This design comes from an exercise in tuning for small area, a short achievable clock period and few clock cycles on the open sky130 flow, not from production work. Function was not checked in any run shown here: the RTL went through the layout flow alone.

[flow/flow/run.sh]
#!/bin/bash
# The standard layout, with the port buffers placed as buf_2 cells (the
# default pick is the larger, slower clkdlybuf4s50_1). Each tool's output
# goes to standard.log in the run folder (ORFS keeps per-step logs too).
set -euo pipefail
export BUFFER_PORTS_ARGS="-buffer_cell sky130_fd_sc_hd__buf_2"
bash standard.sh > standard.log 2>&1
[flow/standard.sh]
#!/bin/bash
# synth_recipe.tcl (not shown) runs the flow's synth.tcl, then flattens the netlist and writes it again
# the make line also repeats each setting of config.mk as NAME=value (left out here)
make -C /OpenROAD-flow-scripts/flow DESIGN_CONFIG=/design/flow/config.mk WORK_HOME=/design/flow/orfs CLKGATE_MAP_FILE= SYNTH_SCRIPT=/design/flow/synth_recipe.tcl "${@:-finish}"
[flow/config.mk]
export PLATFORM = sky130hd
export DESIGN_NAME = clock_synth_register_planner_top
export DESIGN_NICKNAME = clock_synth_register_planner_top
export VERILOG_FILES = /design/flow/design.v
export SDC_FILE = /design/flow/constraint.sdc
export NUM_CORES = 4
export LEC_CHECK = 0
export CAP_MARGIN = 20
export CORE_MARGIN = 2
export CORE_UTILIZATION = 60
export CTS_CLUSTER_DIAMETER = 90
export CTS_CLUSTER_SIZE = 22
export PLACE_DENSITY = 0.72
export SETUP_SLACK_MARGIN = 4.0
export SLEW_MARGIN = 20
[flow/constraint.sdc]
create_clock -name core_clock -period 7.0 [get_ports {clk}]
set_input_delay 1.4000 -clock core_clock [delete_from_list [all_inputs] [get_ports {clk}]]
set_output_delay 1.4000 -clock core_clock [all_outputs]
set_load 0.01 [all_outputs]
[flow/design.v]
package csrp_pkg;
	localparam int CLK_W  = 2;
	localparam int FREQ_W = 28;
	localparam int XTAL_W = 26;
	localparam logic [FREQ_W-1:0] FREQ_MIN   = FREQ_W'(320000);
	localparam logic [FREQ_W-1:0] FREQ_MAX   = FREQ_W'(225000000);
	localparam logic [XTAL_W-1:0] XTAL_MIN   = XTAL_W'(10000000);
	localparam logic [XTAL_W-1:0] XTAL_MAX   = XTAL_W'(40000000);
	localparam logic [XTAL_W-1:0] XTAL_RESET = XTAL_W'(25000000);
	localparam logic [28:0] HALF_VCO_M1 = 29'd324999999;
	localparam logic [28:0] VCO_OFS_N   = 29'h1941C980;
endpackage
module csrp_add #(
	parameter int W = 8
) (
	input  logic [W-1:0] a,
	input  logic [W-1:0] b,
	input  logic         ci,
	output logic [W-1:0] s,
	output logic         co
);
	localparam int L = (W + 1 <= 2)  ? 1 :
	                   (W + 1 <= 4)  ? 2 :
	                   (W + 1 <= 8)  ? 3 :
	                   (W + 1 <= 16) ? 4 :
	                   (W + 1 <= 32) ? 5 : 6;
	logic [W-1:0] p;
	logic [L:0][W:0] gg;
	logic [L:0][W:0] pp;
	assign p = a ^ b;
	assign gg[0] = {a & b, ci};
	assign pp[0] = {p, 1'b0};
	for (genvar l = 0; l < L; l++) begin : g_lvl
		for (genvar i = 0; i <= W; i++) begin : g_bit
			if (((i >> l) & 1) == 1) begin : g_op
				localparam int J = ((i >> l) << l) - 1;
				assign gg[l+1][i] = gg[l][i] | (pp[l][i] & gg[l][J]);
				assign pp[l+1][i] = pp[l][i] & pp[l][J];
			end else begin : g_pass
				assign gg[l+1][i] = gg[l][i];
				assign pp[l+1][i] = pp[l][i];
			end
		end
	end
	assign s  = p ^ gg[L][W-1:0];
	assign co = gg[L][W];
endmodule
import csrp_pkg::*;
module csrp_divpipe (
	input  logic        clk,
	input  logic        arst_n,
	input  logic        in_valid,
	output logic        in_ready,
	input  logic [1:0]  in_clk,
	input  logic [27:0] in_f,
	input  logic [25:0] xtn,
	output logic        out_valid,
	input  logic        out_ready,
	output logic [25:0] out_r,
	output logic [12:0] out_s,
	output logic [9:0]  out_m,
	output logic [1:0]  out_c
);
	logic        a_busy;
	logic        a_rdy;
	logic [3:0]  a_cnt;
	logic [3:0]  a_cnt_n;
	logic [28:0] a_f;
	logic [27:0] a_e;
	logic [9:0]  a_q;
	logic [1:0]  a_c;
	logic        a_done;
	logic        a_hand;
	logic [27:0] a_fcl;
	logic        a_nb;
	logic        a_nb_q;
	logic        a_init_q;
	logic [29:0] a_a;
	logic [29:0] a_b;
	logic [29:0] a_s;
	logic        a_ge;
	logic        b1_busy;
	logic [3:0]  b1_cnt;
	logic [25:0] b1_r;
	logic [12:0] b1_s;
	logic [9:0]  b1_m;
	logic [1:0]  b1_c;
	logic        b1_done;
	logic        b1_hand;
	logic [26:0] b1_t;
	logic [27:0] b1_d;
	assign in_ready = a_rdy;
	assign a_done   = a_busy && (a_cnt == 4'd12);
	assign a_hand   = a_done && !b1_busy;
	always_comb begin
		a_fcl = a_f[27:0];
		if (a_f[27:0] < FREQ_MIN) a_fcl = FREQ_MIN;
		if (a_f[27:0] > FREQ_MAX) a_fcl = FREQ_MAX;
	end
	always_comb begin
		if (!a_busy || a_hand) a_cnt_n = 4'd0;
		else if (!a_done)      a_cnt_n = a_cnt + 4'd1;
		else                   a_cnt_n = a_cnt;
	end
	always_comb begin
		case (a_cnt_n)
			4'd2:    a_nb = !HALF_VCO_M1[9];
			4'd3:    a_nb = !HALF_VCO_M1[8];
			4'd4:    a_nb = !HALF_VCO_M1[7];
			4'd5:    a_nb = !HALF_VCO_M1[6];
			4'd6:    a_nb = !HALF_VCO_M1[5];
			4'd7:    a_nb = !HALF_VCO_M1[4];
			4'd8:    a_nb = !HALF_VCO_M1[3];
			4'd9:    a_nb = !HALF_VCO_M1[2];
			4'd10:   a_nb = !HALF_VCO_M1[1];
			4'd11:   a_nb = !HALF_VCO_M1[0];
			default: a_nb = HALF_VCO_M1[10];
		endcase
	end
	always_ff @(posedge clk) begin
		a_nb_q   <= a_nb;
		a_init_q <= (a_cnt_n == 4'd1);
	end
	assign a_a = {1'b0, a_e, a_nb_q};
	assign a_b = ~{1'b0, a_f};
	csrp_add #(.W(30)) u_a_add (.a(a_a), .b(a_b), .ci(1'b1), .s(a_s), .co(a_ge));
	always_ff @(posedge clk or negedge arst_n) begin
		if (!arst_n) begin
			a_busy <= 1'b0;
			a_rdy  <= 1'b1;
			a_cnt  <= '0;
		end else begin
			if (!a_busy) begin
				a_busy <= in_valid;
				a_rdy  <= !in_valid;
			end else if (a_hand) begin
				a_busy <= 1'b0;
				a_rdy  <= 1'b1;
			end
			a_cnt <= a_cnt_n;
		end
	end
	always_ff @(posedge clk) begin
		if (!a_busy) begin
			a_f <= {1'b0, in_f};
			a_c <= (in_clk == 2'd3) ? 2'd2 : in_clk;
		end else if (a_cnt == 4'd0) begin
			a_f <= {1'b0, a_fcl};
		end else if (a_cnt == 4'd11) begin
			a_f <= VCO_OFS_N;
		end
		if (a_cnt == 4'd0) begin
			a_e <= HALF_VCO_M1[28:11];
		end else if (a_init_q) begin
			a_e <= ~a_s[27:0];
		end else if (!a_done) begin
			a_e <= a_ge ? a_s[27:0] : a_a[27:0];
			a_q <= {a_q[8:0], !a_ge};
		end
	end
	assign b1_done = b1_busy && (b1_cnt == 4'd13);
	assign b1_hand = b1_done && out_ready;
	assign b1_t    = {b1_r, b1_s[12]};
	logic        b1_ge;
	logic [26:0] b1_dd;
	csrp_add #(.W(27)) u_b1_sub (.a(b1_t), .b({1'b1, xtn}), .ci(1'b1), .s(b1_dd), .co(b1_ge));
	assign b1_d    = {!b1_ge, b1_dd};
	always_ff @(posedge clk or negedge arst_n) begin
		if (!arst_n) begin
			b1_busy <= 1'b0;
			b1_cnt  <= '0;
		end else begin
			if (a_hand) begin
				b1_busy <= 1'b1;
				b1_cnt  <= '0;
			end else if (b1_hand) begin
				b1_busy <= 1'b0;
			end else if (b1_busy && !b1_done) begin
				b1_cnt <= b1_cnt + 4'd1;
			end
		end
	end
	always_ff @(posedge clk) begin
		if (a_hand) begin
			b1_r <= {3'b0, a_s[29:7]};
			b1_s <= {a_s[6:1], 7'b0};
			b1_m <= a_q - 10'd1;
			b1_c <= a_c;
		end else if (b1_busy && !b1_done) begin
			b1_r <= b1_d[27] ? b1_t[25:0] : b1_d[25:0];
			b1_s <= {b1_s[11:0], !b1_d[27]};
		end
	end
	assign out_valid = b1_done;
	assign out_r     = b1_r;
	assign out_s     = b1_s;
	assign out_m     = b1_m;
	assign out_c     = b1_c;
endmodule
import csrp_pkg::*;
module csrp_serializer (
	input  logic        clk,
	input  logic        arst_n,
	input  logic [25:0] xtn,
	input  logic        in_valid,
	output logic        in_ready,
	input  logic [25:0] in_r,
	input  logic [12:0] in_s,
	input  logic [9:0]  in_m,
	input  logic [1:0]  in_c,
	output logic        wr_valid,
	input  logic        wr_ready,
	output logic [7:0]  wr_reg_address,
	output logic [7:0]  wr_reg_value,
	output logic        wr_final_write
);
	logic        qfull_q;
	logic        pend_q;
	logic [3:0]  b2_cnt;
	logic [25:0] b2_r;
	logic [9:0]  b2_m;
	logic [1:0]  b2_c;
	logic [12:0] qh_q;
	logic [12:0] ql_q;
	logic        b2_qb;
	logic        nz_q;
	logic [26:0] b2_t;
	logic [27:0] b2_d;
	logic        hand;
	logic        busy_q;
	logic [4:0]  cnt_q;
	logic [9:0]  m_q;
	logic [1:0]  c_q;
	logic        out_v_q;
	logic [6:0]  out_addr_q;
	logic [7:0]  out_val_q;
	logic        out_final_q;
	logic        take;
	logic        last;
	logic        rdy;
	logic        emit;
	logic        start;
	logic [13:0] p1;
	logic [6:0]  nxt_addr;
	logic [7:0]  nxt_val;
	assign in_ready = !qfull_q;
	assign hand     = in_valid && !qfull_q;
	assign b2_t     = {b2_r, 1'b0};
	logic        b2_ge;
	logic [26:0] b2_dd;
	csrp_add #(.W(27)) u_b2_sub (.a(b2_t), .b({1'b1, xtn}), .ci(1'b1), .s(b2_dd), .co(b2_ge));
	assign b2_d     = {!b2_ge, b2_dd};
	always_ff @(posedge clk or negedge arst_n) begin
		if (!arst_n) begin
			qfull_q <= 1'b0;
			pend_q  <= 1'b0;
			b2_cnt  <= '0;
		end else begin
			if (hand) begin
				qfull_q <= 1'b1;
				b2_cnt  <= '0;
			end else begin
				if (emit && cnt_q == 5'd7) qfull_q <= 1'b0;
				if (b2_cnt != 4'd14) b2_cnt <= b2_cnt + 4'd1;
			end
			if (hand) pend_q <= 1'b1;
			else if (start) pend_q <= 1'b0;
		end
	end
	always_ff @(posedge clk) begin
		if (hand) begin
			b2_r <= in_r;
			b2_m <= in_m;
			b2_c <= in_c;
			qh_q <= in_s;
			nz_q <= (in_s[5:0] != 6'd0) || ({in_r, 13'b0} >= {13'b0, ~xtn});
		end else begin
			b2_r <= b2_d[27] ? b2_t[25:0] : b2_d[25:0];
			if (b2_cnt != 4'd0 && b2_cnt != 4'd14) ql_q[4'd13 - b2_cnt] <= b2_qb;
		end
		b2_qb <= !b2_d[27];
	end
	assign take  = !out_v_q || wr_ready;
	assign last  = cnt_q[4];
	always_comb begin
		case (cnt_q)
			5'd4:    rdy = (b2_cnt >= 4'd2);
			5'd5:    rdy = (b2_cnt >= 4'd5);
			5'd6:    rdy = (b2_cnt >= 4'd13);
			5'd7:    rdy = (b2_cnt == 4'd14);
			default: rdy = 1'b1;
		endcase
	end
	assign emit  = busy_q && take && rdy;
	assign start = pend_q && (!busy_q || (emit && last));
	assign p1 = {qh_q, ql_q[12]} - 14'd512;
	always_comb begin
		nxt_addr = '0;
		nxt_val  = '0;
		if (last) begin
			nxt_addr = 7'd16 + {5'b0, c_q};
			nxt_val  = (c_q == 2'd1) ? 8'h6F : 8'h4F;
		end else if (!cnt_q[3]) begin
			nxt_addr = ((c_q == 2'd1) ? 7'd34 : 7'd26) + {4'b0, cnt_q[2:0]};
			case (cnt_q[2:0])
				3'd0: nxt_val = 8'h00;
				3'd1: nxt_val = {7'b0, !nz_q};
				3'd2: nxt_val = 8'h00;
				3'd3: nxt_val = {2'b0, p1[13:8]};
				3'd4: nxt_val = p1[7:0];
				3'd5: nxt_val = {nz_q, 4'b0, ql_q[11:9]};
				3'd6: nxt_val = ql_q[8:1];
				default: nxt_val = {ql_q[0], 7'b0};
			endcase
		end else begin
			nxt_addr = 7'd42 + {2'b0, c_q, 3'b0} + {4'b0, cnt_q[2:0]};
			case (cnt_q[2:0])
				3'd1: nxt_val = 8'h01;
				3'd2: nxt_val = {4'b0, (m_q == 10'd0) ? 2'b11 : 2'b00, m_q[9:8]};
				3'd3: nxt_val = m_q[7:0];
				default: nxt_val = 8'h00;
			endcase
		end
	end
	always_ff @(posedge clk or negedge arst_n) begin
		if (!arst_n) begin
			busy_q  <= 1'b0;
			cnt_q   <= '0;
			out_v_q <= 1'b0;
		end else begin
			if (take) out_v_q <= busy_q && rdy;
			if (start) begin
				busy_q <= 1'b1;
				cnt_q  <= '0;
			end else if (emit) begin
				cnt_q <= cnt_q + 5'd1;
				if (last) busy_q <= 1'b0;
			end
		end
	end
	always_ff @(posedge clk) begin
		if (emit) begin
			out_addr_q  <= nxt_addr;
			out_val_q   <= nxt_val;
			out_final_q <= last;
		end
		if (start) begin
			m_q <= b2_m;
			c_q <= b2_c;
		end
	end
	assign wr_valid       = out_v_q;
	assign wr_reg_address = {1'b0, out_addr_q};
	assign wr_reg_value   = out_val_q;
	assign wr_final_write = out_final_q;
endmodule
import csrp_pkg::*;
module clock_synth_register_planner_top (
	input  logic                        clk,
	input  logic                        arst_n,
	input  logic                        req_valid,
	output logic                        req_ready,
	input  logic [csrp_pkg::CLK_W-1:0]  req_clock_index,
	input  logic [csrp_pkg::FREQ_W-1:0] req_out_frequency,
	output logic                        wr_valid,
	input  logic                        wr_ready,
	output logic [7:0]                  wr_reg_address,
	output logic [7:0]                  wr_reg_value,
	output logic                        wr_final_write,
	input  logic                        xtal_we,
	input  logic [csrp_pkg::XTAL_W-1:0] xtal_data
);
	logic [XTAL_W-1:0] xtal_q;
	logic [XTAL_W-1:0] xtal_cl;
	logic [XTAL_W-1:0] xtal_n;
	logic              plan_valid;
	logic              plan_ready;
	logic [25:0]       plan_r;
	logic [12:0]       plan_s;
	logic [9:0]        plan_m;
	logic [1:0]        plan_c;
	always_comb begin
		xtal_cl = xtal_q;
		if (xtal_q < XTAL_MIN) xtal_cl = XTAL_MIN;
		if (xtal_q > XTAL_MAX) xtal_cl = XTAL_MAX;
	end
	always_ff @(posedge clk or negedge arst_n) begin
		if (!arst_n) begin
			xtal_q <= XTAL_RESET;
		end else if (xtal_we) begin
			xtal_q <= xtal_data;
		end
	end
	always_ff @(posedge clk) begin
		xtal_n <= ~xtal_cl;
	end
	csrp_divpipe u_divpipe (
		.clk       (clk),
		.arst_n    (arst_n),
		.in_valid  (req_valid),
		.in_ready  (req_ready),
		.in_clk    (req_clock_index),
		.in_f      (req_out_frequency),
		.xtn       (xtal_n),
		.out_valid (plan_valid),
		.out_ready (plan_ready),
		.out_r     (plan_r),
		.out_s     (plan_s),
		.out_m     (plan_m),
		.out_c     (plan_c)
	);
	csrp_serializer u_serializer (
		.clk            (clk),
		.arst_n         (arst_n),
		.in_valid       (plan_valid),
		.in_ready       (plan_ready),
		.xtn            (xtal_n),
		.in_r           (plan_r),
		.in_s           (plan_s),
		.in_m           (plan_m),
		.in_c           (plan_c),
		.wr_valid       (wr_valid),
		.wr_ready       (wr_ready),
		.wr_reg_address (wr_reg_address),
		.wr_reg_value   (wr_reg_value),
		.wr_final_write (wr_final_write)
	);
endmodule
==> impl_metrics.ini, run 1 <==
[worst_setup_path]
r2r_slack_ps = 4000
worst_ep_arrival_time_ps = 3360
critical_path_required_ps = 7360
timing.critical_path.fanout_max = 8
worstSetupStartpointType = register
timing_worst_setup_path_type = register to register
timing.critical_path.to_type = register

[global_route]
grtUsageMet2_pct = 49.09
grt_start_max_net_pins = 55
track_usage_pct = 27.98
globalRouteMet1Util_pct = 36.92
globalRoute.busiestLayer = met2
grt_pass1_wl_microns = 65380
grt_pass1_vias = 12680
globalRouteMet3Util_pct = 2.568
grt_overflow = 0
antenna_found_initial = 0

[clock_tree]
cts_buffer_depth = 3
cts_root_buf = clkbuf_16
clock_edge_transition_at_the_registers_on_the_reported_setup_and_hold_paths_ps = 90
clock_sinks = 292
worstSkewPairLatency_ps = 520
htreeDepth = 1
post_cts_hold_buffer_count = 0
cts_tree = yes
cts_made_buffers = 17

[final_layout]
final_cell_area_sq_mm = 0.01918
layoutNonFillerInstCount = 2152
area_growth_pct = 15.11
drive_above_1_share_pct = 19.50
layout.core_utilization_pct = 69.62
diodes = 0
n_fill_cell = 2083
finish.net_count = 1954

[synth]
post_synthesis_cell_type_with_the_largest_combined_area = edfxtp_1
synthArstFlopShare_pct = 17.12
synth_net_count = 1835
synth_simple_gate_area_share_pct = 12.91
post_synth_xor_area_fraction_pct = 3.627
synth_enable_flop_cells = 148
avg_synthesized_cell_area_sq_um = 10.13
yosys-mux-area-fraction_pct = 4.535
ys_warn_count = 3
yosys.area.top_type_share_pct = 26.67
synth_compound_gate_area_share_pct = 19.22
synth_top_family_by_area = compound AO/OA/AOI/OAI gates
ys.flop_type = edfxtp_1
synth_area_leaders = edfxtp_1, dfxtp_1, ha_1, dfrtp_1, a21oi_1
synth_sequential_area_ratio_pct = 45.57
synth_cell_type_count = 92
mappedNetlistArea_sq_mm = 0.01666
ys_seq_elements = 292
post_synth_inst_count = 1645
synth-adder-area-share_pct = 10.23

[routing]
dr_total_vias = 13550
routed_wirelength_microns = 42830
first_pass_iteration_count_of_the_detailed_router = 6
initialDrtViolationCount = 1048
route.detailed.wl_per_inst_microns = 19.90
via_per_inst = 6.296
final_antenna_net_count = 0
drc = 0

[sta]
finalMaxSlewViolations = 0
worstMarginPinSlew_ps = 1088
hold_slack_ps = 422.4
layout_min_cycle_time_ps = 3004
timing_hold_violations_final = 0
slew-limit-headroom_pct = 27.21
post-route-period-util_pct = 42.92
final.setup.tns_ps = 0
rsz_0062_raised_after_global_routing = true
skew_ps = 22.20
setup_viol = 0
clock.fmax_ghz = 0.3329

[floorplan]
placeableCoreArea_sq_mm = 0.02755
die_x_microns = 170.7
start_util_pct = 60.48
placementRows = 61
pin_count = 80
die_height_microns = 170.7
fp.dieArea_sq_mm = 0.02912

[outcome]
status = timing/DRC/antenna clean

[place]
detailed_place.area_sq_mm = 0.01735
placed_cells_incl_taps = 2046
portBuffers = 78
detail_placement_hpwl_microns = 28720
routabilityCongestion = 0.9250

[job]
max_cap_viol_count = 0

[min_path]
worstHoldPathType = register to register
[metal layers]
metal,part of all wire [%],vias to the layer above
li1,-,6336
met2,48,532
met4,3.0,0
met3,6.2,110
met1,42,6570
met5,0,-
[path summary, 6_finish.rpt]
check,start,end,cells past startpoint
hold / removal,u_divpipe.b1_m[3],u_serializer.b2_m[3],0
min in group asynchronous,arst_n,u_serializer.b2_cnt[0],2
setup / recovery,u_divpipe.a_f[8],u_divpipe.a_e[12],13
hold reg to reg,u_divpipe.b1_m[3],u_serializer.b2_m[3],0
max in group asynchronous,arst_n,u_serializer.b2_cnt[0],2
setup reg to reg,u_divpipe.a_f[8],u_divpipe.a_e[12],13
[area by class of cell]
type / instances / area, sq um / area share, %
multi-input cells: 1199 / 9135 / 47.62
flip-flops and latches: 292 / 7602 / 39.63
repair buffers: 162 / 1125 / 5.864
clock buffers: 27 / 484.2 / 2.524
well taps: 378 / 473.0 / 2.466
inverters: 92 / 347.8 / 1.813
clock inverters: 2 / 15.01 / 0.07827
[what timing repair did]
item	CTS	global route
resized for setup	46	79
setup endpoints to repair	99	120
buffers inserted	32	37
pin swaps	18	35
cloned	5	3
[synthesized netlist by cell type, types with 7 or more instances]
cell,number
clkbuf_1,51
nor2_1,133
nor4_1,24
xnor2_1,39
o21ai_0,97
dfstp_2,13
o21a_1,22
dfrtp_1,37
a22o_1,17
or3_1,8
a211oi_1,11
and2_1,12
a21oi_1,119
or2_2,7
xor2_1,30
nor3_1,24
dfxtp_1,94
nor2b_1,23
o211ai_1,12
nand2b_1,15
mux2i_1,35
edfxtp_1,148
inv_1,91
nand3_1,24
nand4_1,21
nand2_1,120
and3_1,11
a21o_1,29
fa_1,12
a211o_1,9
o31ai_1,17
mux2_2,36
ha_1,117
a31oi_1,42
[stage by stage]
stage	setup WS (ps)
after floorplan	3818
after global placement	3416
after detailed placement	3285
after CTS	3959
after global routing	3878
final	3996
[state kept, by name, indices dropped and copies added (netlist names), 4 cells and up]
| name | cells |
|---|---|
| u_divpipe.a_f | 29 |
| u_divpipe.a_e | 28 |
| u_divpipe.b1_r | 26 |
| u_serializer.b2_r | 26 |
| xtal_n | 26 |
| xtal_q | 26 |
| u_divpipe.b1_s | 13 |
| u_serializer.qh_q | 13 |
| u_serializer.ql_q | 13 |
| u_divpipe.a_q | 10 |
| u_divpipe.b1_m | 10 |
| u_serializer.b2_m | 10 |
| u_serializer.m_q | 10 |
| u_serializer.out_val_q | 8 |
| u_serializer.out_addr_q | 7 |
| u_serializer.cnt_q | 5 |
| u_divpipe.a_cnt | 4 |
| u_divpipe.b1_cnt | 4 |
| u_serializer.b2_cnt | 4 |
[cells in the final DEF (no fill, tap or decap), types with 13 or more instances in the layout]
| master | instances |
|---|---|
| clkbuf_16 | 18 |
| a21o_1 | 29 |
| mux2i_1 | 33 |
| nor2b_1 | 23 |
| mux2_2 | 36 |
| xnor2_1 | 39 |
| xor2_1 | 29 |
| dfstp_2 | 13 |
| buf_4 | 71 |
| nand2b_1 | 14 |
| nor4_1 | 23 |
| nand2_1 | 117 |
| a21oi_1 | 111 |
| ha_1 | 94 |
| o21a_1 | 20 |
| o31ai_1 | 16 |
| nor2_1 | 130 |
| inv_1 | 85 |
| dfrtp_1 | 36 |
| nand3_1 | 23 |
| nand4_1 | 21 |
| buf_2 | 78 |
| dfxtp_1 | 90 |
| a31oi_1 | 41 |
| a22o_1 | 17 |
| ha_4 | 19 |
| nor3_1 | 24 |
| o21ai_0 | 91 |
| edfxtp_1 | 148 |
[kinds of logic after synthesis]
kind of cell,count (synthesis)
and+or+nand+nor,447
buffers and inverters,159
other,1
adders and majority gates,129
AOI/OAI and AO/OA,477
DFF,292
muxes,71
xor gates and xnor gates,69
[worst max-delay path, stage by stage, from the launching register on]
cell and delay, ps:
edfxtp_1 380, inv_1 80, ha_4 310, nand4_4 120, a211oi_4 290, o2111ai_4 190
a211o_1 390, a211oi_4 350, buf_4 180, a21oi_4 60, buf_12 150, buf_4 140
mux2i_1 140, a21oi_1 70
==> inputs of run 2 (changes only) <==
--- a/flow/design.v
+++ b/flow/design.v
@@ -64,3 +64,2 @@
 	logic        a_busy;
-	logic        a_rdy;
 	logic [3:0]  a_cnt;
@@ -77,5 +76,5 @@
 	logic        a_init_q;
-	logic [29:0] a_a;
-	logic [29:0] a_b;
-	logic [29:0] a_s;
+	logic [28:0] a_a;
+	logic [28:0] a_b;
+	logic [28:0] a_s;
 	logic        a_ge;
@@ -91,3 +90,3 @@
 	logic [27:0] b1_d;
-	assign in_ready = a_rdy;
+	assign in_ready = !a_busy;
 	assign a_done   = a_busy && (a_cnt == 4'd12);
@@ -123,5 +122,5 @@
 	end
-	assign a_a = {1'b0, a_e, a_nb_q};
-	assign a_b = ~{1'b0, a_f};
-	csrp_add #(.W(30)) u_a_add (.a(a_a), .b(a_b), .ci(1'b1), .s(a_s), .co(a_ge));
+	assign a_a = {a_e, a_nb_q};
+	assign a_b = ~a_f;
+	csrp_add #(.W(29)) u_a_add (.a(a_a), .b(a_b), .ci(1'b1), .s(a_s), .co(a_ge));
 	always_ff @(posedge clk or negedge arst_n) begin
@@ -129,12 +128,6 @@
 			a_busy <= 1'b0;
-			a_rdy  <= 1'b1;
 			a_cnt  <= '0;
 		end else begin
-			if (!a_busy) begin
-				a_busy <= in_valid;
-				a_rdy  <= !in_valid;
-			end else if (a_hand) begin
-				a_busy <= 1'b0;
-				a_rdy  <= 1'b1;
-			end
+			if (!a_busy) a_busy <= in_valid;
+			else if (a_hand) a_busy <= 1'b0;
 			a_cnt <= a_cnt_n;
@@ -184,3 +177,3 @@
 		if (a_hand) begin
-			b1_r <= {3'b0, a_s[29:7]};
+			b1_r <= {3'b0, !a_ge, a_s[28:7]};
 			b1_s <= {a_s[6:1], 7'b0};
@@ -391,2 +384,4 @@
 			xtal_q <= xtal_data;
+		end else begin
+			xtal_q <= xtal_cl;
 		end
@@ -394,3 +389,3 @@
 	always_ff @(posedge clk) begin
-		xtal_n <= ~xtal_cl;
+		xtal_n <= ~xtal_q;
 	end
--- a/flow/config.mk
+++ b/flow/config.mk
@@ -10,4 +10,2 @@
 export CORE_UTILIZATION = 60
-export CTS_CLUSTER_DIAMETER = 90
-export CTS_CLUSTER_SIZE = 22
 export PLACE_DENSITY = 0.72
==> impl_metrics.ini, run 2 <==
[outcome]
status = timing/DRC/antenna clean

[synth]
synth.cells.most_frequent = nand2_1, edfxtp_1, nor2_1, ha_1, inv_1
synth_cell_type_count = 81
synth_area_leaders = edfxtp_1, dfxtp_1, ha_1, dfrtp_1, nand2_1
ys_warn_count = 3
post_synth_xor_area_fraction_pct = 4.310
yosys-mux-area-fraction_pct = 1.893
ys_seq_elements = 291
synth_net_count = 1838
synth_compound_gate_area_share_pct = 18.13
synthMostInstantiatedCell = nand2_1
synth_simple_gate_area_share_pct = 13.99
synth_enable_flop_cells = 148
yosys.area.top_type_share_pct = 27.34
synthArstFlopShare_pct = 16.84
ys.flop_type = edfxtp_1
synth_sequential_area_ratio_pct = 46.55
avg_synthesized_cell_area_sq_um = 9.865
post_synthesis_cell_type_with_the_largest_combined_area = edfxtp_1
synth_top_family_by_area = compound AO/OA/AOI/OAI gates
synth-adder-area-share_pct = 10.48
post_synth_inst_count = 1648
mappedNetlistArea_sq_mm = 0.01626

[worst_setup_path]
cp_slowest_cell = edfxtp_1
regToRegStartpoint = u_divpipe.b1_r[1]
timing_worst_setup_path_type = register to register
timing.critical_path.to_type = register
slowest_delay_ps = 500
worst_ep_arrival_time_ps = 3600
r2r_slack_ps = 3800
worstRegToRegCells = 15
timing.critical_path.cells = ha_4, o211ai_1, a211oi_2, o2111a_2, o21ai_2, a311oi_2, a211oi_2, o21ai_4, buf_12, buf_8, buf_12, buf_16, nand2_1, o21ai_0, a21oi_1
worstSetupStartpointType = register
timing.critical_path.fanout_max = 6
regToRegEndpoint = u_divpipe.b1_r[23]
critical_path_required_ps = 7410

[final_layout]
final_cell_area_sq_mm = 0.01963
largest_registers = u_divpipe.a_f (29), u_divpipe.a_e (28)
diodes = 0
area.sequential_sq_mm = 0.007577
area_growth_pct = 20.72
mostFrequentLayoutCells = edfxtp_1, nand2_1, nor2_1
largest_register_ffs = 29
finish.net_count = 1977
layout.cells.most_common = edfxtp_1
multi_input_comb_area_sq_mm = 0.008780
drive_above_1_share_pct = 21.26
n_fill_cell = 1866
layoutNonFillerInstCount = 2152
registers.top_by_ff_count = u_divpipe.a_f

[routing]
routed_wirelength_microns = 43240
via_per_inst = 6.219
drc = 0
dr_total_vias = 13380
first_pass_iteration_count_of_the_detailed_router = 6
final_antenna_net_count = 0
initialDrtViolationCount = 1164
route.detailed.wl_per_inst_microns = 20.09

[floorplan]
die_x_microns = 168.6
fp.dieArea_sq_mm = 0.02843
placementRows = 60
die_height_microns = 168.6
pin_count = 80
placeableCoreArea_sq_mm = 0.02680
start_util_pct = 60.66

[clock_tree]
worstSkewPairLatency_ps = 570
cts_made_buffers = 31
cts_tree = yes
clock_sinks = 291
cts_root_buf = clkbuf_16
cts_buffer_depth = 3
htreeDepth = 1
clock_edge_transition_at_the_registers_on_the_reported_setup_and_hold_paths_ps = 60
post_cts_hold_buffer_count = 0

[sta]
worstMarginPinSlew_ps = 1113
final.setup.tns_ps = 0
clock.fmax_ghz = 0.3129
finalMaxSlewViolations = 0
timing_hold_violations_final = 0
layout_min_cycle_time_ps = 3195
skew_ps = 15.62
post-route-period-util_pct = 45.65
rsz_0062_raised_after_global_routing = true
setup_viol = 0
slew-limit-headroom_pct = 25.77

[global_route]
track_usage_pct = 28.72
grt_pass1_wl_microns = 65780
grt_start_max_net_pins = 50
grt_overflow = 0
grt_pass1_vias = 12750
antenna_found_initial = 0

[min_path]
min-delay-start = u_divpipe.b1_m[6]
worstHoldPathType = register to register
timing.hold.worst_path_depth = 0
holdPathEnd = u_serializer.b2_m[6]

[place]
detail_placement_hpwl_microns = 27350
placed_cells_incl_taps = 2007
detailed_place.area_sq_mm = 0.01687
portBuffers = 78
routabilityCongestion = 0.9258

[job]
max_cap_viol_count = 0
==> run 2: cell families after synthesis <==
family	count (synthesis)
AOI/OAI and AO/OA	442
xor gates and xnor gates	80
adders and majority gates	129
buffers and inverters	190
DFF	291
muxes	30
other	1
and+or+nand+nor	485
==> run 2: metrics by stage <==
stage	setup slack [ps]	utilization [%]	hold slack, ps
after detailed placement	3079	62.96	404.5
final	3805	73.23	411.3
after floorplan	3671	-	400.3
after CTS	3851	70.50	417.5
after global placement	3174	62.96	400.3
after global routing	3753	73.23	421.4
==> run 2: cell type report <==
class / count / share of cell area [%]
Multi-Input combinational cell: 1170 / 44.74
Clock buffer: 41 / 4.297
Timing Repair inverter: 5 / 0.1721
Clock inverter: 16 / 0.7714
Sequential cell: 291 / 38.61
Inverter: 120 / 2.410
Timing Repair Buffer: 168 / 6.828
Tap cell: 341 / 2.174
==> run 2: worst max-delay path, delay by kind of cell (launching register included) <==
kind | cells | cell delay [ps]
compound gates | 9 | 1650
fa+ha+maj | 1 | 320
buf+inv | 4 | 510
flops | 1 | 500
simple gates | 1 | 60
==> run 2: what timing repair did <==
action,in CTS,in global routing
setup endpoints to repair,156,159
pin swaps,32,38
setup buffers,41,31
cloned,11,5
endpoints found under the hold margin,0,0
resized for setup,114,91
==> run 2: worst max path at each step <==
stage / start / endpoint / slack, ps
4_1_cts: u_divpipe.b1_r[1] / u_divpipe.b1_r[20] / 3850
2_1_floorplan: u_divpipe.a_f[17] / u_divpipe.a_f[0] / 3670
3_5_place_dp: u_divpipe.a_cnt[0] / u_divpipe.b1_r[2] / 3080
6_report: u_divpipe.b1_r[1] / u_divpipe.b1_r[23] / 3800
3_3_place_gp: u_divpipe.a_cnt[0] / u_divpipe.b1_r[9] / 3170
5_1_grt: u_divpipe.b1_r[1] / u_divpipe.b1_r[6] / 3750
==> run 2: layer usage <==
metal  global-route usage, %  wire (microns)  up-vias
li1                        -               -     6294
met1                   37.21           17630     6355
met2                   48.79           20830      580
met3                   4.255            2924      155
met4                   11.39            1852        0
met5                       0               0        -
==> inputs of run 3 (changes only) <==
--- a/flow/design.v
+++ b/flow/design.v
@@ -11,2 +11,3 @@
 	localparam logic [28:0] VCO_OFS_N   = 29'h1941C980;
+	localparam logic [27:0] INIT_E      = 28'd268276764;
 endpackage
@@ -75,3 +76,2 @@
 	logic        a_nb_q;
-	logic        a_init_q;
 	logic [28:0] a_a;
@@ -119,4 +119,3 @@
 	always_ff @(posedge clk) begin
-		a_nb_q   <= a_nb;
-		a_init_q <= (a_cnt_n == 4'd1);
+		a_nb_q <= a_nb;
 	end
@@ -140,3 +139,5 @@
 		end else if (a_cnt == 4'd0) begin
-			a_f <= {1'b0, a_fcl};
+			a_f <= ~{1'b0, a_fcl};
+		end else if (a_cnt == 4'd1) begin
+			a_f <= ~a_f;
 		end else if (a_cnt == 4'd11) begin
@@ -145,5 +146,3 @@
 		if (a_cnt == 4'd0) begin
-			a_e <= HALF_VCO_M1[28:11];
-		end else if (a_init_q) begin
-			a_e <= ~a_s[27:0];
+			a_e <= INIT_E;
 		end else if (!a_done) begin
==> impl_metrics.ini, run 3 <==
[worst_setup_path]
timing_worst_setup_path_type = register to register
timing.critical_path.fanout_max = 24
critical_path_required_ps = 7450
regToRegEndpoint = u_divpipe.a_e[4]
worstSetupStartpointType = register
r2r_slack_ps = 3750
timing.critical_path.to_type = register
worstRegToRegCells = 15
regToRegStartpoint = u_divpipe.a_f[6]
worst_ep_arrival_time_ps = 3700

[routing]
first_pass_iteration_count_of_the_detailed_router = 6
drc = 0
routed_wirelength_microns = 41770
final_antenna_net_count = 0
route.detailed.wl_per_inst_microns = 19.50
initialDrtViolationCount = 1228
via_per_inst = 6.227
dr_total_vias = 13340

[sta]
setup_viol = 0
timing_hold_violations_final = 0
clock.fmax_ghz = 0.3074
rsz_0062_raised_after_global_routing = true
final.setup.tns_ps = 0
layout_min_cycle_time_ps = 3253
slew-limit-headroom_pct = 49.18
finalMaxSlewViolations = 0
worstMarginPinSlew_ps = 762.2
skew_ps = 14.41
post-route-period-util_pct = 46.47
hold_slack_ps = 418.1

[global_route]
track_usage_pct = 27.90
grt_start_max_net_pins = 61
grt_overflow = 0
grt_pass1_vias = 12220
antenna_found_initial = 0
grt_pass1_wl_microns = 63270

[synth]
ys_seq_elements = 290
synth_area_leaders = edfxtp_1, dfxtp_1, ha_1, dfrtp_1, a21oi_1
ys_warn_count = 3
synth_net_count = 1829
post_synth_inst_count = 1638
synth.cells.most_frequent = edfxtp_1, nand2_1, nor2_1, a21oi_1, ha_1
synthArstFlopShare_pct = 16.90
post_synthesis_cell_type_with_the_largest_combined_area = edfxtp_1
avg_synthesized_cell_area_sq_um = 9.843
synth_simple_gate_area_share_pct = 14.50
yosys-mux-area-fraction_pct = 2.227
synth-adder-area-share_pct = 10.65
synth_top_family_by_area = compound AO/OA/AOI/OAI gates
mappedNetlistArea_sq_mm = 0.01612
synth_cell_type_count = 80
yosys.area.top_type_share_pct = 27.56
synth_sequential_area_ratio_pct = 46.81
post_synth_xor_area_fraction_pct = 4.237
synth_compound_gate_area_share_pct = 17.10
ys.flop_type = edfxtp_1
synth_enable_flop_cells = 148

[final_layout]
area_growth_pct = 19.68
area.sequential_sq_mm = 0.007560
drive_above_1_share_pct = 19.66
largest_registers = u_divpipe.a_f (29), u_divpipe.a_e (28)
finish.net_count = 1967
layout.cells.most_common = edfxtp_1
registers.top_by_ff_count = u_divpipe.a_f
layoutNonFillerInstCount = 2142
multi_input_comb_area_sq_mm = 0.008552
largest_register_ffs = 29
n_fill_cell = 1866
mostFrequentLayoutCells = edfxtp_1, nand2_1, nor2_1
diodes = 0

[min_path]
holdPathEnd = u_serializer.b2_c[1]
worstHoldPathType = register to register
min-delay-start = u_divpipe.b1_c[1]
timing.hold.worst_path_depth = 0

[clock_tree]
htreeDepth = 1
clock_sinks = 290
cts_buffer_depth = 3
cts_made_buffers = 31
cts_root_buf = clkbuf_16
clock_edge_transition_at_the_registers_on_the_reported_setup_and_hold_paths_ps = 60
cts_tree = yes
worstSkewPairLatency_ps = 570

[place]
placed_cells_incl_taps = 2004
routabilityCongestion = 0.9041
detail_placement_hpwl_microns = 26640
portBuffers = 78

[floorplan]
pin_count = 80
placeableCoreArea_sq_mm = 0.02665
start_util_pct = 60.50
placementRows = 60
die_height_microns = 167.9
fp.dieArea_sq_mm = 0.02820
die_x_microns = 167.9

[outcome]
status = timing/DRC/antenna clean

[job]
max_cap_viol_count = 0
==> run 3: stage by stage <==
stage	instance area, sq um	utilization [%]	worst slack [ps]
detailed placement	16750	62.87	2984
global route	19300	72.40	3713
CTS	18390	69.01	3965
floorplan	16140	-	4048
finish	19300	72.40	3747
global placement	16750	62.87	3141
==> run 3: area by class of cell <==
class	count	share of cell area, %
clock buffer	41	4.643
clock inverter	17	0.7522
inverter	111	2.276
multi-input combinational	1174	44.32
sequential	290	39.18
tap	341	2.211
timing repair buffer	168	6.620
==> run 3: worst max-delay path by stage <==
stage	start	end	slack, ps
after floorplan	u_serializer.b2_cnt[0]	u_serializer.c_q[0]	4050
after CTS	u_divpipe.a_cnt[0]	u_divpipe.a_f[13]	3960
after detailed placement	u_divpipe.a_cnt[0]	u_divpipe.b1_r[20]	2980
final	u_divpipe.a_f[6]	u_divpipe.a_e[4]	3750
after global routing	u_divpipe.a_f[6]	u_divpipe.a_e[4]	3710
after global placement	u_divpipe.a_cnt[0]	u_divpipe.b1_r[20]	3140
==> run 3: routing by layer <==
layer	part of all wire [%]	GRT usage (%)	wire length, microns
met1	43	38.66	17840
met2	47	46.16	19720
met3	7.0	3.385	2904
met4	3.1	8.771	1309
met5	0	0	0
==> run 3: cell families (layout without fill, tap and decap cells) <==
family | Yosys count | count (layout)
simple gates | 504 | 505
flops | 290 | 290
xor+xnor | 78 | 78
other cells | 1 | 1
buf+inv | 177 | 337
compound gates | 423 | 425
fa+ha+maj | 130 | 130
mux | 35 | 35
==> run 3: worst max-delay path, cell delays in order (launching register included) <==
cell and delay (ps):
edfxtp_1 400, inv_2 70, ha_4 290, nand4_1 160
a211oi_2 350, o2111ai_2 250, a2111oi_4 460, buf_4 200
a21oi_4 60, o21ai_4 190, buf_12 150, buf_12 110
inv_12 60, a21o_1 180, a21oi_1 110, o21ai_0 80
==> run 3: what timing repair did <==
action	CTS	global route
cloned	6	2
resized for setup	46	94
endpoints found under the setup margin	164	104
pin swaps	15	37
hold buffers	0	0
setup buffers	32	40
==> inputs of run 4 (changes only) <==
--- a/flow/config.mk
+++ b/flow/config.mk
@@ -10,2 +10,4 @@
 export CORE_UTILIZATION = 60
+export CTS_CLUSTER_DIAMETER = 90
+export CTS_CLUSTER_SIZE = 22
 export PLACE_DENSITY = 0.72
==> impl_metrics.ini, run 4 <==
[routing]
dr_total_vias = 13180
routed_wirelength_microns = 40920
initialDrtViolationCount = 1231
via_per_inst = 6.185
final_antenna_net_count = 0
drc = 0
route.detailed.wl_per_inst_microns = 19.20
first_pass_iteration_count_of_the_detailed_router = 6

[worst_setup_path]
cp_slowest_cell = a2111oi_4
worstRegToRegCells = 13
timing.critical_path.to_type = register
regToRegStartpoint = u_divpipe.a_f[6]
timing.critical_path.fanout_max = 8
timing_worst_setup_path_type = register to register
timing.critical_path.from = u_divpipe.a_f[6]
slowest_delay_ps = 430
timing.critical_path.cells = inv_2, ha_4, nand4_1, a211oi_2, o2111ai_2, a2111oi_4, buf_4, a21oi_4, o21ai_4, buf_12, buf_8, mux2i_1, o22ai_1
worst_ep_arrival_time_ps = 3510
worstSetupStartpointType = register
crit_end = u_divpipe.a_e[14]
critical_path_required_ps = 7380
r2r_slack_ps = 3870
regToRegEndpoint = u_divpipe.a_e[14]

[clock_tree]
clock_edge_transition_at_the_registers_on_the_reported_setup_and_hold_paths_ps = 100
cts_made_buffers = 17
cts_tree = yes
post_cts_hold_buffer_count = 0
cts_buffer_depth = 3
worstSkewPairLatency_ps = 520
htreeDepth = 1
clock_sinks = 290
cts_root_buf = clkbuf_16

[synth]
synth_area_leaders = edfxtp_1, dfxtp_1, ha_1, dfrtp_1, a21oi_1
synth.cells.most_frequent = edfxtp_1, nand2_1, nor2_1, a21oi_1, ha_1
mappedNetlistArea_sq_mm = 0.01612
synth_net_count = 1829
synth_cell_type_count = 80
ys.flop_type = edfxtp_1
yosys.area.top_type_share_pct = 27.56
synthArstFlopShare_pct = 16.90
post_synth_xor_area_fraction_pct = 4.237
ys_warn_count = 3
avg_synthesized_cell_area_sq_um = 9.843
synth_enable_flop_cells = 148
synth_top_family_by_area = compound AO/OA/AOI/OAI gates
synth_compound_gate_area_share_pct = 17.10
yosys-mux-area-fraction_pct = 2.227
synth-adder-area-share_pct = 10.65
synth_simple_gate_area_share_pct = 14.50
synth_sequential_area_ratio_pct = 46.81
post_synth_inst_count = 1638
post_synthesis_cell_type_with_the_largest_combined_area = edfxtp_1
ys_seq_elements = 290

[job]
max_cap_viol_count = 0

[final_layout]
layout.cells.most_common = edfxtp_1
drive_above_1_share_pct = 19.22
largest_registers = u_divpipe.a_f (29), u_divpipe.a_e (28)
registers.top_by_ff_count = u_divpipe.a_f
layoutNonFillerInstCount = 2131
mostFrequentLayoutCells = edfxtp_1, nand2_1, nor2_1
diodes = 0
largest_register_ffs = 29
n_fill_cell = 1946
area_growth_pct = 17.29
finish.net_count = 1971

[global_route]
grt_pass1_vias = 12110
grt_overflow = 0
grt_pass1_wl_microns = 62380
grt_start_max_net_pins = 61
antenna_found_initial = 0
track_usage_pct = 27.46

[sta]
timing_hold_violations_final = 0
final.setup.tns_ps = 0
rsz_0062_raised_after_global_routing = true
setup_viol = 0
setup_slack_ps = 3866
slew-limit-headroom_pct = 49.44
clock.fmax_ghz = 0.3190
finalMaxSlewViolations = 0
worstMarginPinSlew_ps = 758.5
skew_ps = 26.59
layout_min_cycle_time_ps = 3134
post-route-period-util_pct = 44.78

[floorplan]
die_x_microns = 167.9
placeableCoreArea_sq_mm = 0.02665
die_height_microns = 167.9
fp.dieArea_sq_mm = 0.02820
pin_count = 80
start_util_pct = 60.50
placementRows = 60

[min_path]
worstHoldPathType = register to register

[place]
routabilityCongestion = 0.9041
detail_placement_hpwl_microns = 26640
portBuffers = 78
placed_cells_incl_taps = 2004
detailedPlace.worstSlack_ps = 2984

[outcome]
status = timing/DRC/antenna clean
==> run 4: cell counts after synthesis <==
Identical to the previous run, type by type.
==> run 4: layer usage <==
layer  up-vias  global-route usage [%]  part of all wire, %
li1       6263                       -                    -
met5         -                       0                    0
met1      6322                   38.36                   43
met2       494                   45.44                   47
met3       101                   3.291                  6.5
met4         0                   7.902                  3.2
==> run 4: worst min-delay path by stage <==
stage                      start                    to  depth (start not counted)
3_5_place_dp   u_divpipe.b1_c[1]  u_serializer.b2_c[1]                          0
3_3_place_gp   u_divpipe.b1_m[9]  u_serializer.b2_m[9]                          0
2_1_floorplan   u_divpipe.a_c[0]     u_divpipe.b1_c[0]                          0
5_1_grt        u_divpipe.b1_c[1]  u_serializer.b2_c[1]                          0
4_1_cts        u_divpipe.b1_c[1]  u_serializer.b2_c[1]                          0
6_report       u_divpipe.b1_c[1]  u_serializer.b2_c[1]                          0
==> run 4: final cells by class <==
type	instances	area [sq um]	share of cell area [%]
clock buffer	27	462.9	2.448
clock inverter	2	22.52	0.1191
inverter	111	439.2	2.322
multi-input combinational	1174	8598	45.47
tap	341	426.7	2.256
sequential	290	7562	39.99
timing repair buffer	186	1399	7.397
==> run 4: logic make-up (layout without fill, tap and decap cells) <==
logic type,Yosys count,in the layout
adder cells (fa/ha/maj),130,130
AO/OA/AOI/OAI,423,425
other,1,1
AND/OR/NAND/NOR,504,505
multiplexers,35,35
flip-flops,290,290
XOR/XNOR,78,78
buffers and inverters,177,326
==> run 4: per-stage QoR <==
step	area, sq um	hold WS [ps]	utilization (%)
after global routing	18910	433.6	70.96
after CTS	17880	424.2	67.10
after detailed placement	16750	404.5	62.87
after floorplan	16140	400.3	-
after global placement	16750	404.9	62.87
final	18910	423.8	70.96
==> run 4: worst max-delay path, delay by kind of cell, from the launching register on <==
family	cells	cell delay [ps]
flip-flops	1	410
adder cells (fa/ha/maj)	1	280
multiplexers	1	230
buffers and inverters	4	550
AND/OR/NAND/NOR	1	160
AO/OA/AOI/OAI	6	1370
==> run 4: timing repair <==
action | CTS | global route
pin swaps | 16 | 46
setup endpoints to repair | 165 | 103
gates cloned | 6 | 4
setup buffers | 42 | 46
resized for setup | 41 | 116
==> inputs of run 5 (changes only) <==
==> flow/run.sh (new file) <==
#!/bin/bash
# synth_recipe.tcl (not shown) runs the flow's synth.tcl, then flattens the netlist and writes it again
# the make line also repeats each setting of config.mk as NAME=value (left out here)
make -C /OpenROAD-flow-scripts/flow DESIGN_CONFIG=/design/flow/config.mk WORK_HOME=/design/flow/orfs CLKGATE_MAP_FILE= SYNTH_SCRIPT=/design/flow/synth_recipe.tcl finish
--- a/flow/config.mk
+++ b/flow/config.mk
@@ -10,4 +10,2 @@
 export CORE_UTILIZATION = 60
-export CTS_CLUSTER_DIAMETER = 90
-export CTS_CLUSTER_SIZE = 22
 export PLACE_DENSITY = 0.72
removed: flow/flow/run.sh
removed: flow/standard.sh
==> impl_metrics.ini, run 5 <==
[outcome]
status = timing/DRC/antenna clean

[worst_setup_path]
worstSetupStartpointType = register
critical_path_required_ps = 7420
r2r_slack_ps = 3900
timing.critical_path.to_type = register
timing_worst_setup_path_type = register to register
timing.critical_path.fanout_max = 6
worst_ep_arrival_time_ps = 3520

[sta]
worstMarginPinSlew_ps = 974.5
slew-limit-headroom_pct = 35.03
finalMaxSlewViolations = 0
setup_viol = 0
post-route-period-util_pct = 44.24
skew_ps = 15.12
final.setup.tns_ps = 0
rsz_0062_raised_after_global_routing = true
layout_min_cycle_time_ps = 3097
timing_hold_violations_final = 0
clock.fmax_ghz = 0.3229
setup_slack_ps = 3903

[floorplan]
placeableCoreArea_sq_mm = 0.02665
pin_count = 80
fp.dieArea_sq_mm = 0.02820
die_height_microns = 167.9
start_util_pct = 60.50
die_x_microns = 167.9
placementRows = 60

[clock_tree]
cts_buffer_depth = 3
cts_made_buffers = 31
worstSkewPairLatency_ps = 560
htreeDepth = 1
cts_tree = yes
clock_sinks = 290
cts_root_buf = clkbuf_16
clock_edge_transition_at_the_registers_on_the_reported_setup_and_hold_paths_ps = 60

[global_route]
antenna_found_initial = 0
grt_start_max_net_pins = 61
track_usage_pct = 27.85
grt_pass1_vias = 12540
grt_overflow = 0
grt_pass1_wl_microns = 63780

[place]
detailedPlace.worstSlack_ps = 2610
portBuffers = 78
routabilityCongestion = 0.9344
detail_placement_hpwl_microns = 26780
detailed_place.area_sq_mm = 0.01716

[job]
max_cap_viol_count = 0

[final_layout]
diodes = 0
area_growth_pct = 21.88
mostFrequentLayoutCells = edfxtp_1, nand2_1, nor2_1
layout.core_utilization_pct = 73.73
final_cell_area_sq_mm = 0.01965
finish.net_count = 1954
largest_registers = u_divpipe.a_f (29), u_divpipe.a_e (28)
registers.top_by_ff_count = u_divpipe.a_f
n_fill_cell = 1871
largest_register_ffs = 29
layout.cells.most_common = edfxtp_1
drive_above_1_share_pct = 14.94

[routing]
via_per_inst = 6.176
dr_total_vias = 13140
first_pass_iteration_count_of_the_detailed_router = 5
initialDrtViolationCount = 983
route.detailed.wl_per_inst_microns = 19.38
drc = 0
routed_wirelength_microns = 41230
final_antenna_net_count = 0

[synth]
synth_cell_type_count = 80
ys_seq_elements = 290
mappedNetlistArea_sq_mm = 0.01612
yosys.area.top_type_share_pct = 27.56
avg_synthesized_cell_area_sq_um = 9.843
ys_warn_count = 3
synth_sequential_area_ratio_pct = 46.81
post_synthesis_cell_type_with_the_largest_combined_area = edfxtp_1
synthArstFlopShare_pct = 16.90
ys.flop_type = edfxtp_1
synth_net_count = 1829
synth_area_leaders = edfxtp_1, dfxtp_1, ha_1, dfrtp_1, a21oi_1
synth.cells.most_frequent = edfxtp_1, nand2_1, nor2_1, a21oi_1, ha_1
synth_enable_flop_cells = 148
post_synth_inst_count = 1638

[min_path]
worstHoldPathType = register to register
## run 5: cell counts after synthesis
No cell type changed its count.
## run 5: logic make-up (layout without fill, tap and decap cells)
kind of cell	after synthesis	in the layout	synth area share [%]
AOI/OAI and AO/OA	423	426	17.10
xor gates and xnor gates	78	78	4.237
adders and majority gates	130	130	10.65
buffers and inverters	177	323	4.454
DFF	290	290	46.81
muxes	35	35	2.227
other	1	1	0.02326
and+or+nand+nor	504	504	14.50
## run 5: worst paths after layout
kind / cells past startpoint / start / to
worst max-delay path: 12 / u_divpipe.a_f[20] / u_divpipe.a_e[26]
worst min-delay path: 0 / u_divpipe.b1_m[0] / u_serializer.b2_m[0]
worst max register to register: 12 / u_divpipe.a_f[20] / u_divpipe.a_e[26]
worst min register to register: 0 / u_divpipe.b1_m[0] / u_serializer.b2_m[0]
max in group asynchronous: 2 / arst_n / u_serializer.b2_cnt[0]
min in group asynchronous: 2 / arst_n / u_divpipe.b1_busy
## run 5: layout make-up
cell class / count / area (sq um) / area share (%)
Clock buffer: 42 / 920.9 / 4.686
Clock inverter: 15 / 191.4 / 0.9742
Inverter: 111 / 425.4 / 2.165
Multi-Input combinational cell: 1174 / 8577 / 43.65
Sequential cell: 290 / 7560 / 38.47
Tap cell: 341 / 426.7 / 2.171
Timing Repair Buffer: 155 / 1549 / 7.883
## run 5: repair_timing
item | 4_1_cts | 5_1_grt
hold buffers | 0 | 0
setup endpoints to repair | 133 | 101
pin swaps | 15 | 44
cloned | 6 | 2
resized for setup | 51 | 97
setup buffers | 28 | 29
## run 5: layer usage
metal  vias up  global-route usage [%]  wire, microns
li1       6222                       -              -
met1      6339                   39.42          18160
met2       487                   46.07          19640
met3        95                   2.962           2386
met4         0                   7.448           1043
met5         -                       0              0
## run 5: stage by stage
step                instances  hold slack, ps
finish                   2128           415.0
global route             2128           424.0
CTS                      2097           417.9
detailed placement       2006           404.5
global placement         2006           403.9
floorplan                1638           400.3
## run 5: worst max-delay path, cell delays in order, from the launching register on
cell	delay, ps
edfxtp_1	460
inv_2	130
ha_4	220
a21o_1	150
a21o_1	210
a221o_1	370
a221o_1	340
a21oi_2	160
o21ai_2	110
buf_12	160
or4_1	500
o21ai_1	90
a31oi_1	50
==> inputs of run 6 (changes only) <==
--- a/flow/design.v
+++ b/flow/design.v
@@ -11,3 +11,2 @@
 	localparam logic [28:0] VCO_OFS_N   = 29'h1941C980;
-	localparam logic [27:0] INIT_E      = 28'd268276764;
 endpackage
@@ -76,5 +75,6 @@
 	logic        a_nb_q;
-	logic [28:0] a_a;
-	logic [28:0] a_b;
-	logic [28:0] a_s;
+	logic        a_init_q;
+	logic [29:0] a_a;
+	logic [29:0] a_b;
+	logic [29:0] a_s;
 	logic        a_ge;
@@ -119,7 +119,8 @@
 	always_ff @(posedge clk) begin
-		a_nb_q <= a_nb;
+		a_nb_q   <= a_nb;
+		a_init_q <= (a_cnt_n == 4'd1);
 	end
-	assign a_a = {a_e, a_nb_q};
-	assign a_b = ~a_f;
-	csrp_add #(.W(29)) u_a_add (.a(a_a), .b(a_b), .ci(1'b1), .s(a_s), .co(a_ge));
+	assign a_a = {1'b0, a_e, a_nb_q};
+	assign a_b = ~{1'b0, a_f};
+	csrp_add #(.W(30)) u_a_add (.a(a_a), .b(a_b), .ci(1'b1), .s(a_s), .co(a_ge));
 	always_ff @(posedge clk or negedge arst_n) begin
@@ -127,3 +128,2 @@
 			a_busy <= 1'b0;
-			a_cnt  <= '0;
 		end else begin
@@ -131,3 +131,2 @@
 			else if (a_hand) a_busy <= 1'b0;
-			a_cnt <= a_cnt_n;
 		end
@@ -135,2 +134,5 @@
 	always_ff @(posedge clk) begin
+		a_cnt <= a_cnt_n;
+	end
+	always_ff @(posedge clk) begin
 		if (!a_busy) begin
@@ -139,5 +141,3 @@
 		end else if (a_cnt == 4'd0) begin
-			a_f <= ~{1'b0, a_fcl};
-		end else if (a_cnt == 4'd1) begin
-			a_f <= ~a_f;
+			a_f <= {1'b0, a_fcl};
 		end else if (a_cnt == 4'd11) begin
@@ -146,3 +146,5 @@
 		if (a_cnt == 4'd0) begin
-			a_e <= INIT_E;
+			a_e <= HALF_VCO_M1[28:11];
+		end else if (a_init_q) begin
+			a_e <= ~a_s[27:0];
 		end else if (!a_done) begin
@@ -162,12 +164,5 @@
 			b1_busy <= 1'b0;
-			b1_cnt  <= '0;
 		end else begin
-			if (a_hand) begin
-				b1_busy <= 1'b1;
-				b1_cnt  <= '0;
-			end else if (b1_hand) begin
-				b1_busy <= 1'b0;
-			end else if (b1_busy && !b1_done) begin
-				b1_cnt <= b1_cnt + 4'd1;
-			end
+			if (a_hand) b1_busy <= 1'b1;
+			else if (b1_hand) b1_busy <= 1'b0;
 		end
@@ -175,4 +170,8 @@
 	always_ff @(posedge clk) begin
+		if (a_hand) b1_cnt <= '0;
+		else if (b1_busy && !b1_done) b1_cnt <= b1_cnt + 4'd1;
+	end
+	always_ff @(posedge clk) begin
 		if (a_hand) begin
-			b1_r <= {3'b0, !a_ge, a_s[28:7]};
+			b1_r <= {3'b0, a_s[29:7]};
 			b1_s <= {a_s[6:1], 7'b0};
@@ -216,3 +215,2 @@
 	logic [12:0] ql_q;
-	logic        b2_qb;
 	logic        nz_q;
@@ -248,11 +246,5 @@
 			pend_q  <= 1'b0;
-			b2_cnt  <= '0;
 		end else begin
-			if (hand) begin
-				qfull_q <= 1'b1;
-				b2_cnt  <= '0;
-			end else begin
-				if (emit && cnt_q == 5'd7) qfull_q <= 1'b0;
-				if (b2_cnt != 4'd14) b2_cnt <= b2_cnt + 4'd1;
-			end
+			if (hand) qfull_q <= 1'b1;
+			else if (emit && cnt_q == 5'd7) qfull_q <= 1'b0;
 			if (hand) pend_q <= 1'b1;
@@ -262,2 +254,6 @@
 	always_ff @(posedge clk) begin
+		if (hand) b2_cnt <= '0;
+		else if (b2_cnt != 4'd13) b2_cnt <= b2_cnt + 4'd1;
+	end
+	always_ff @(posedge clk) begin
 		if (hand) begin
@@ -270,5 +266,4 @@
 			b2_r <= b2_d[27] ? b2_t[25:0] : b2_d[25:0];
-			if (b2_cnt != 4'd0 && b2_cnt != 4'd14) ql_q[4'd13 - b2_cnt] <= b2_qb;
+			if (b2_cnt != 4'd13) ql_q[4'd12 - b2_cnt] <= !b2_d[27];
 		end
-		b2_qb <= !b2_d[27];
 	end
@@ -278,6 +273,6 @@
 		case (cnt_q)
-			5'd4:    rdy = (b2_cnt >= 4'd2);
-			5'd5:    rdy = (b2_cnt >= 4'd5);
-			5'd6:    rdy = (b2_cnt >= 4'd13);
-			5'd7:    rdy = (b2_cnt == 4'd14);
+			5'd4:    rdy = (b2_cnt >= 4'd1);
+			5'd5:    rdy = (b2_cnt >= 4'd4);
+			5'd6:    rdy = (b2_cnt >= 4'd12);
+			5'd7:    rdy = (b2_cnt == 4'd13);
 			default: rdy = 1'b1;
@@ -319,3 +314,2 @@
 			busy_q  <= 1'b0;
-			cnt_q   <= '0;
 			out_v_q <= 1'b0;
@@ -323,9 +317,4 @@
 			if (take) out_v_q <= busy_q && rdy;
-			if (start) begin
-				busy_q <= 1'b1;
-				cnt_q  <= '0;
-			end else if (emit) begin
-				cnt_q <= cnt_q + 5'd1;
-				if (last) busy_q <= 1'b0;
-			end
+			if (start) busy_q <= 1'b1;
+			else if (emit && last) busy_q <= 1'b0;
 		end
@@ -333,2 +322,6 @@
 	always_ff @(posedge clk) begin
+		if (start) cnt_q <= '0;
+		else if (emit) cnt_q <= cnt_q + 5'd1;
+	end
+	always_ff @(posedge clk) begin
 		if (emit) begin
@@ -383,4 +376,2 @@
 			xtal_q <= xtal_data;
-		end else begin
-			xtal_q <= xtal_cl;
 		end
@@ -388,3 +379,3 @@
 	always_ff @(posedge clk) begin
-		xtal_n <= ~xtal_q;
+		xtal_n <= ~xtal_cl;
 	end
==> flow/flow/run.sh (new file) <==
#!/bin/bash
# The standard layout, with the port buffers placed as buf_2 cells (the
# default pick is the larger, slower clkdlybuf4s50_1). Each tool's output
# goes to standard.log in the run folder (ORFS keeps per-step logs too).
set -euo pipefail
export BUFFER_PORTS_ARGS="-buffer_cell sky130_fd_sc_hd__buf_2"
bash standard.sh > standard.log 2>&1
==> flow/standard.sh (new file) <==
#!/bin/bash
# synth_recipe.tcl (not shown) runs the flow's synth.tcl, then flattens the netlist and writes it again
# the make line also repeats each setting of config.mk as NAME=value (left out here)
make -C /OpenROAD-flow-scripts/flow DESIGN_CONFIG=/design/flow/config.mk WORK_HOME=/design/flow/orfs CLKGATE_MAP_FILE= SYNTH_SCRIPT=/design/flow/synth_recipe.tcl "${@:-finish}"
--- a/flow/config.mk
+++ b/flow/config.mk
@@ -10,2 +10,4 @@
 export CORE_UTILIZATION = 60
+export CTS_CLUSTER_DIAMETER = 90
+export CTS_CLUSTER_SIZE = 22
 export PLACE_DENSITY = 0.72
removed: flow/run.sh
==> impl_metrics.ini, run 6 <==
[worst_setup_path]
critPathMostFrequentCell = o21ai_2
timing.critical_path.fanout_max = 4
timing_worst_setup_path_type = register to register
timing.critical_path.to_type = register
crit_family = compound AO/OA/AOI/OAI gates
slowest_delay_ps = 520
critical_path_required_ps = 7450

[clock_tree]
clock_sinks = 290
htreeDepth = 1
clock_edge_transition_at_the_registers_on_the_reported_setup_and_hold_paths_ps = 100
cts_buffer_depth = 3
cts_tree = yes
cts_made_buffers = 17
worstSkewPairLatency_ps = 510

[sta]
post-route-period-util_pct = 42.69
setup_viol = 0
worstMarginPinSlew_ps = 1022
final.setup.tns_ps = 0
layout_min_cycle_time_ps = 2989
clock.fmax_ghz = 0.3346
timing_hold_violations_final = 0

[final_layout]
final_cell_area_sq_mm = 0.01827
largest_registers = u_divpipe.a_f (29), u_divpipe.a_e (28)
layout.core_utilization_pct = 69.93
largest_register_ffs = 29
drive_above_1_share_pct = 17.78
finish.net_count = 1891
diodes = 0

[outcome]
status = timing/DRC/antenna clean

[floorplan]
die_height_microns = 167.6
placeableCoreArea_sq_mm = 0.02613
die_x_microns = 167.6
pin_count = 80
fp.dieArea_sq_mm = 0.02808
placementRows = 59
start_util_pct = 61.43

[synth]
post_synthesis_cell_type_with_the_largest_combined_area = edfxtp_1
ys_seq_elements = 290
avg_synthesized_cell_area_sq_um = 10.00
mappedNetlistArea_sq_mm = 0.01605
ys.flop_type = edfxtp_1
synthArstFlopShare_pct = 11.03
ys_warn_count = 3
yosys.area.top_type_share_pct = 27.69
synth_net_count = 1791
synth_enable_flop_cells = 148
synth_area_leaders = edfxtp_1, dfxtp_1, ha_1, a21oi_1, dfrtp_1
synth_cell_type_count = 81

[min_path]
worstHoldPathType = register to register

[job]
max_cap_viol_count = 0

[routing]
via_per_inst = 6.280
initialDrtViolationCount = 1261
dr_total_vias = 12880
first_pass_iteration_count_of_the_detailed_router = 5
routed_wirelength_microns = 39880
drc = 0
route.detailed.wl_per_inst_microns = 19.45
final_antenna_net_count = 0

[global_route]
grtUsageMet2_pct = 48.15
globalRoute.busiestLayer = met2
grt_pass1_vias = 12310
antenna_found_initial = 0
grt_start_max_net_pins = 68

[place]
detail_placement_hpwl_microns = 27660
detailed_place.area_sq_mm = 0.01664
routabilityCongestion = 0.9464
portBuffers = 78
run 6: per-stage QoR:
step           hold slack (ps)  cells  worst slack (ps)
3_5_place_dp             404.5   1956              3254
3_3_place_gp             402.1   1956              3398
4_1_cts                  423.9   2014              3980
6_report                 421.3   2050              4011
2_1_floorplan            400.3   1605              3818
5_1_grt                  429.7   2050              3892
run 6: final timing paths:
kind	from	slack, ps	cells past startpoint	to
setup / recovery	u_divpipe.a_f[4]	4010	11	u_divpipe.a_e[15]
min in group asynchronous	arst_n	990	1	u_serializer.pend_q
max in group asynchronous	arst_n	5440	1	xtal_q[0]
hold / removal	u_divpipe.b1_m[8]	420	0	u_serializer.b2_m[8]
setup reg to reg	u_divpipe.a_f[4]	4010	11	u_divpipe.a_e[15]
hold reg to reg	u_divpipe.b1_m[8]	420	0	u_serializer.b2_m[8]
run 6: final cells by class:
class | count | area, sq um | area share [%]
repair inverters | 1 | 7.507 | 0.04108
clock inverters | 2 | 20.02 | 0.1096
clock buffers | 27 | 473.0 | 2.588
inverters | 91 | 361.6 | 1.979
flip-flops and latches | 290 | 7478 | 40.92
multi-input cells | 1160 | 8551 | 46.79
well taps | 335 | 419.2 | 2.294
repair buffers | 144 | 963.4 | 5.272
run 6: metal layers:
metal	wire, microns	vias up	share of wire, %
met1	16360	6147	41
met3	2899	101	7.3
met5	0	-	0
li1	-	6103	-
met4	1418	0	3.6
met2	19200	524	48
run 6: repair_timing:
item	4_1_cts	5_1_grt
endpoints found under the setup margin	135	111
pin swaps	9	33
hold buffers	0	0
gates cloned	6	0
setup buffers	23	36
gates resized for setup	38	70
endpoints found under the hold margin	0	0
run 6: cells by family after synthesis:
logic type | count (synthesis) | share of synthesized area [%]
compound gates | 457 | 18.36
simple gates | 441 | 13.07
flops | 290 | 46.48
buf+inv | 160 | 4.006
fa+ha+maj | 125 | 10.30
xor+xnor | 81 | 4.419
mux | 50 | 3.336
other cells | 1 | 0.02336
run 6: worst reg2reg max path, stage by stage (launching register included):
cell and delay [ps]:
edfxtp_1 390, inv_1 90, ha_1 260, a21o_1 250, nor3_4 200, a21oi_4 110
o21ai_2 280, o21ai_2 120, a21oi_2 180, fa_2 520, or3_1 390, a31oi_1 120

## what the ideal ports hide
How much do the figures lean on ideal ports? The routed layouts below were timed once more, with nothing changed but the port constraints.
Step 1 assumes that a clkbuf_16 drives the clock port and a buf_2 every other input.
Step 2 adds t to the input delays and takes it off the output delays; t is the mean of the earliest and latest rising clock arrival at the registers after step 1. Input paths then give back, and output paths get back, about the clock's delay inside the block.
Slacks: no drivers / after step 1 / after step 2; pairs: no drivers / after step 1.
run	t (ns)	setup slack, ns	latest minus earliest clock arrival (ns)	worst slew at a driven data input, ns
run 1	0.555	3.996 / 3.996 / 3.996	0.023 / 0.024	0.04
run 2	0.607	3.805 / 3.805 / 3.805	0.016 / 0.016	0.04
run 3	0.615	3.747 / 3.747 / 3.747	0.015 / 0.015	0.05
run 4	0.557	3.866 / 3.866 / 3.866	0.027 / 0.027	0.05
run 5	0.605	3.903 / 3.903 / 3.718	0.016 / 0.016	0.04
run 6	0.554	4.011 / 4.011 / 4.011	0.012 / 0.012	0.03
After both steps setup and hold are still met in every run listed. For run 5, which loses most, drivers alone change the setup slack by 0.000 ns; drivers and shift together by -0.185 ns.
